This design comes from an exercise in tuning for small area and a short achievable clock period on the open sky130 flow, not from production work.
Function was checked by simulation only, so behaviour that the tests miss may differ from the original.
No activity file was given, so power comes from the tool's default toggle rates.

$ cat flow/constraint.sdc
create_clock -name core_clock -period 5.5 [get_ports {clk}]
set_input_delay 1.1000 -clock core_clock [delete_from_list [all_inputs] [get_ports {clk}]]
set_output_delay 1.1000 -clock core_clock [all_outputs]
set_load 0.01 [all_outputs]
$ cat flow/design.v
package conv_pkg;
  function automatic integer sq(input integer n);
    sq = n * n;
  endfunction
  function automatic integer nbits(input integer n);
    nbits = $clog2(n + 1);
  endfunction
  localparam int K_DIM  = 3;
  localparam int I_DIM  = 8;
  localparam int M_BITS = 16;
  localparam int O_DIM  = K_DIM + I_DIM - 1;
  localparam int O_SIZE = sq(O_DIM);
  localparam int O_BITS = nbits(O_DIM);
  localparam int A_BITS = nbits(O_SIZE);
  typedef enum logic [0:0] {FILL, DRAIN} out_state_t;
  typedef logic [A_BITS-1:0] addr_t;
  typedef logic [M_BITS-1:0] word_t;
  typedef logic [O_BITS-1:0] coord_t;
endpackage
module out_frame_buf (
  input  logic  clk,
  input  logic  rst,
  input  logic  we,
  input  conv_pkg::addr_t waddr,
  input  conv_pkg::word_t wdata,
  input  logic  clr,
  input  conv_pkg::addr_t raddr,
  output conv_pkg::word_t rdata,
  output logic  rvalid
);
  conv_pkg::word_t             mem [0:conv_pkg::O_SIZE-1];
  logic [conv_pkg::O_SIZE-1:0] written;
  always_ff @(posedge clk) begin
    if (we) mem[waddr] <= wdata;
  end
  always_ff @(posedge clk) begin
    if (rst || clr) written <= '0;
    else if (we)    written[waddr] <= 1'b1;
  end
  assign rdata  = mem[raddr];
  assign rvalid = written[raddr];
endmodule
module conv_out_ctrl (
  input  logic                clk,
  input  logic                rst,
  input  logic [conv_pkg::M_BITS-1:0] in_data,
  input  logic [2*conv_pkg::O_BITS-1:0] in_user,
  input  logic                in_last,
  input  logic                in_valid,
  output logic                in_ready,
  output logic [conv_pkg::M_BITS-1:0] out_data,
  output logic                out_last,
  output logic                out_valid,
  input  logic                out_ready,
  output logic                err_range,
  output logic                err_miss
);
  conv_pkg::out_state_t state_q, state_d;
  conv_pkg::addr_t      rd_addr_q, rd_addr_d;
  conv_pkg::coord_t row, col;
  logic   in_range;
  conv_pkg::addr_t  wr_addr;
  logic   we, clr;
  conv_pkg::word_t  rdata;
  logic   rvalid;
  logic   is_last;
  assign row      = in_user[2*conv_pkg::O_BITS-1:conv_pkg::O_BITS];
  assign col      = in_user[conv_pkg::O_BITS-1:0];
  assign in_range = (row < conv_pkg::coord_t'(conv_pkg::O_DIM)) &&
                    (col < conv_pkg::coord_t'(conv_pkg::O_DIM));
  assign wr_addr  = conv_pkg::addr_t'(row) * conv_pkg::addr_t'(conv_pkg::O_DIM)
                  + conv_pkg::addr_t'(col);
  assign we       = in_valid && in_ready && in_range;
  assign is_last  = (rd_addr_q == conv_pkg::addr_t'(conv_pkg::O_SIZE - 1));
  out_frame_buf u_buf (
    .clk    (clk),
    .rst    (rst),
    .we     (we),
    .waddr  (wr_addr),
    .wdata  (in_data),
    .clr    (clr),
    .raddr  (rd_addr_q),
    .rdata  (rdata),
    .rvalid (rvalid)
  );
  always_ff @(posedge clk) begin
    if (rst) begin
      state_q   <= conv_pkg::FILL;
      rd_addr_q <= '0;
    end else begin
      state_q   <= state_d;
      rd_addr_q <= rd_addr_d;
    end
  end
  always_comb begin
    state_d   = state_q;
    rd_addr_d = rd_addr_q;
    in_ready  = 1'b0;
    out_valid = 1'b0;
    out_last  = 1'b0;
    out_data  = '0;
    clr       = 1'b0;
    unique case (state_q)
      conv_pkg::FILL: begin
        in_ready = 1'b1;
        if (in_valid && in_last) begin
          state_d   = conv_pkg::DRAIN;
          rd_addr_d = '0;
        end
      end
      conv_pkg::DRAIN: begin
        out_valid = 1'b1;
        out_last  = is_last;
        out_data  = rvalid ? rdata : '0;
        if (out_ready) begin
          if (is_last) begin
            state_d   = conv_pkg::FILL;
            rd_addr_d = '0;
            clr       = 1'b1;
          end else begin
            rd_addr_d = rd_addr_q + conv_pkg::addr_t'(1);
          end
        end
      end
    endcase
  end
  always_ff @(posedge clk) begin
    if (rst) begin
      err_range <= 1'b0;
      err_miss  <= 1'b0;
    end else begin
      if (in_valid && in_ready && !in_range)
        err_range <= 1'b1;
      if (out_valid && out_ready && !rvalid)
        err_miss <= 1'b1;
    end
  end
endmodule
$ cat flow/run.sh
#!/bin/bash
# synth_recipe.tcl (not shown) runs the flow's synth.tcl, then flattens the netlist and writes it again
# the make line also repeats each setting of config.mk as NAME=value (left out here)
make -C /OpenROAD-flow-scripts/flow DESIGN_CONFIG=/design/flow/config.mk WORK_HOME=/design/flow/orfs CLKGATE_MAP_FILE= SYNTH_SCRIPT=/design/flow/synth_recipe.tcl finish
$ cat flow/config.mk
export PLATFORM = sky130hd
export DESIGN_NAME = conv_out_ctrl
export DESIGN_NICKNAME = conv_out_ctrl
export VERILOG_FILES = /design/flow/design.v
export SDC_FILE = /design/flow/constraint.sdc
export NUM_CORES = 4
export LEC_CHECK = 0
export CAP_MARGIN = 20
export CORE_MARGIN = 2
export CORE_UTILIZATION = 40
export SETUP_SLACK_MARGIN = 0.3
export SLEW_MARGIN = 20
==> out/results.md <==
### Timing
• setup repair after global routing missed its margin: yes
• total negative slack for setup checks: 0 ns
• setup violation total in the final timing report: 0
• Achievable Freq: 194.2 MHz
• post-route clock period utilization: 0.9363
• fin crit period: 5.150 ns
• hold violation total from the final report: 0
• transition time of the tightest slew-check pin: 1.081 ns
• worst hold slack: 0.4494 ns
• Max transition margin: 0.2791
• final worst slack: 0.3504 ns
• maximum clock skew at final layout: 0.02117 ns
• Final Max Tran Viols: 0

### Synthesis
• post-synthesis net count: 3,243
• Cell Area, Synth: 66,950 um2
• Most used DFF post-synth: edfxtp_1
• Mapped Cells: 3,204
• most area-hungry cell type in the Yosys netlist: edfxtp_1
• number of synthesized flops with an enable pin: 1,600
• fraction of registers with async set or reset after synthesis: 0
• fraction of post-synthesis cell area in the top cell type by area: 0.7176
• unique cell type count in the Yosys netlist: 74
• number of synthesized register bits: 1,717
• YS warnings: 2
• post-synthesis sequential area ratio: 0.7526
• mean instance size in the synthesized netlist: 20.90 um2
• most area-consuming cells after synthesis: edfxtp_1 72%, mux4_2 15%, dfxtp_1 3.5%, mux2i_1 2.0%, nand2_1 0.78%

### CTS
• hold-fix buffers at CTS: 0
• source-to-sink clock delay at the later pin of the worst-skew pair: 0.81 ns
• Clock Root Buffer: clkbuf_16
• total clock buffers created by CTS: 173
• clock-pin slew on the worst setup and hold paths: 0.06 ns
• CTS tree: built
• number of sinks handled by clock tree synthesis: 1,717
• number of H-tree levels: 4
• clock buffer depth: 3

### Floorplan
• number of rows created at floorplan: 150
• vertical die dimension: 413.1 um
• Starting Density: 0.4017
• number of top-level pins: 50
• Core Area: 166,700 um2
• die boundary width: 413.1 um
• floorplan die area: 170,700 um2

### Finish
• area taken by multi-input logic gates: 15,980 um2
• fillcell total: 13.78k
• most frequent standard cell in the layout excluding fill and tap cells: edfxtp_1
• sequential cell area in the final layout: 50,410 um2
• nets: 3,571
• fraction of layout instances using a drive strength above 1: 0.3016
• Synth-to-Final Area Change: 17.39%
• leading cell types in the layout, fill and taps excluded: 1,600 x edfxtp_1, 447 x mux4_2, 217 x buf_4

### Power and ir drop
• Sequential Power Share: 0.516
• leakage power summed over all cells: 24.09 nW
• NetSw: 6.098 mW
• switching power as a share of total power: 0.2198
• maximum ir drop on the vdd rail: 0.3502 mV
• Pwr per Cell Area: 352.9 nW/um2
• Pint: 21.64 mW
• relative contribution of combinational cells to total power: 0.064
• clock network fraction of total power: 0.420

### Critical path
• CP delay by family, top: buffers and inverters
• endpoint type of the worst setup path: primary output
• list of cells traversed by the critical path: buf_12 -> bufbuf_16 -> mux4_2 -> mux2i_1 -> a22oi_1 -> nand3_1 -> a31oi_1 -> buf_4 -> clkdlybuf4s50_1
• critical path data required time: 4.40 ns
• maximum fanout count along the critical path: 36
• category of the worst setup path launch point: register
• signal arrival time at the worst endpoint: 4.05 ns
• path type of the worst setup path: register to primary output
• WP buf/inv: 4
• Worst path slowest cell: clkdlybuf4s50_1
• highest cell delay on the worst timing path: 0.54 ns

### Worst hold path
• Min-Delay Path Class: register to register

### Global routing
• initial antenna violation count: 5
• number of global-route vias before repair: 33.00k
• GRT Overall Usage: 0.2046
• met3 Track Usage GR: 0.03258
• global-route wire length before repair: 247.6 mm
• busiest layer in global routing: met2
• met1 track utilization from global routing: 0.3010
• GR Util met2: 0.3168
• maximum number of pins on one net before global-route repair: 114
• gr ovfl total: 0

### Placement
• PortBufs: 49
• gpl congestion: 0.8756
• minimum setup slack after placement: 0.6121 ns
• placed wire-length estimate: 104.4 mm

### Route
• total wirelength of the detailed-routed design: 174.7 mm
• number of vias per cell after detailed routing: 5.774
• # DRC: 0
• vias after detailed routing: 33.93k
• average wire length per cell after detail routing: 29.73 um
• First-pass DRT Iterations: 8
• number of nets with antenna violations after routing: 0
• First DRT Iteration DRCs: 4,205

### Run status
• run status: finished clean

### Run
• number of max-capacitance violations reported: 0

what timing repair did:
action / 4_1_cts / 5_1_grt
gates cloned: 11 / 2
setup buffers: 20 / 14
endpoints found under the setup margin: 16 / 7
pin swaps: 3 / 1
resized for setup: 86 / 11
cells by family after synthesis:
group           after synthesis  synth area share
simple gates                407           0.02783
xor+xnor                     22          0.003383
compound gates              264           0.02740
buf+inv                     195           0.01446
mux                         589            0.1722
flops                      1717            0.7526
fa+ha+maj                    10          0.002093
worst register-to-register path, delay by kind of cell, from the launching register on:
family	cells	cell delay, ns
buf+inv	3	1.00
flops	1	0.49
simple gates	4	1.45
final cells by class:
type                       count  area share
antenna                        2  0.00006368
timing repair buffer         333     0.04820
tap                         2204     0.03509
clock inverter                87     0.01323
inverter                      15   0.0007164
sequential                  1717      0.6414
clock buffer                 226     0.05801
multi-input combinational   1292      0.2033
state kept, by name, indices dropped and copies added (netlist names), named ones only:
register / cells
err_miss: 1
state_q: 1
rd_addr_q: 7
u_buf.mem: 1600
err_range: 1
u_buf.written: 100
cell usage after synthesis (11+ instances only):
master / count
a31oi_1: 23
xnor2_1: 16
nor2_1: 131
buf_4: 36
nand2_1: 139
o221ai_1: 14
a21oi_1: 31
a32o_1: 20
nor2b_1: 15
dfxtp_1: 117
inv_1: 13
edfxtp_1: 1600
a22oi_1: 25
or2_2: 11
mux2i_1: 136
buf_1: 16
nand3_1: 46
mux4_2: 446
a22o_1: 14
clkbuf_1: 84
buf_2: 38
o21ai_0: 74
path summary, 6_finish.rpt:
check / cells after the start / to / start / slack (ns)
max reg2reg: 7 / u_buf.mem[14][3] / state_q / 2.22
min reg2reg: 2 / u_buf.written[59] / u_buf.written[59] / 0.45
max: 9 / out_data[13] / register / 0.35
min: 2 / u_buf.written[59] / u_buf.written[59] / 0.45
routing by layer:
| metal | vias to the layer above | part of all wire |
|---|---|---|
| li1 | 14044 | - |
| met1 | 18224 | 0.43 |
| met2 | 1432 | 0.47 |
| met3 | 226 | 0.075 |
| met4 | 0 | 0.025 |
| met5 | - | 0 |
power by group through the flow:
stage               Sequential, mW  Clock (mW)  Combinational (mW)
CTS                           14.3        11.8                1.78
global placement              14.6           0                1.64
detailed placement            14.6           0                1.66
finish                        14.3        11.6                1.78
floorplan                     14.6           0               0.913
global route                  14.3        12.4                1.88
through the flow:
step           std cells  cell area [um2]    util  total power [mW]
2_1_floorplan       3204            66950       -             15.50
3_3_place_gp        5514            71890  0.4313             16.24
3_5_place_dp        5514            71890  0.4313             16.25
4_1_cts             5858            78410  0.4705             27.94
5_1_grt             5874            78590  0.4716             28.56
6_report            5876            78600  0.4716             27.74

## port drivers added, routing unchanged
The flow's constraints put no driver on any port. The routed layout listed below was extracted and timed again, unchanged, in two steps.
Step 1, drivers: a clkbuf_16 drives clk and a buf_2 each remaining input, both assumed.
Step 2, shift: input delay + t, output delay - t, t = (earliest + latest rising clock arrival at the registers) / 2. This alone moves slack from input paths to output paths.
a / b / c = ideal / step 1 / step 2; a / b = the first two.
t, ns: 0.885
slack for setup (ns): 0.350 / 0.266 / 0.636
hold WS [ns]: 0.449 / 0.449 / 0.449
latest minus earliest clock arrival (ns): 0.032 / 0.032
worst slew at a driven data input, ns: 0.05
After both steps this run still meets setup and hold. The setup slack of this run moves by -0.084 ns with the drivers and by +0.286 ns with both steps.
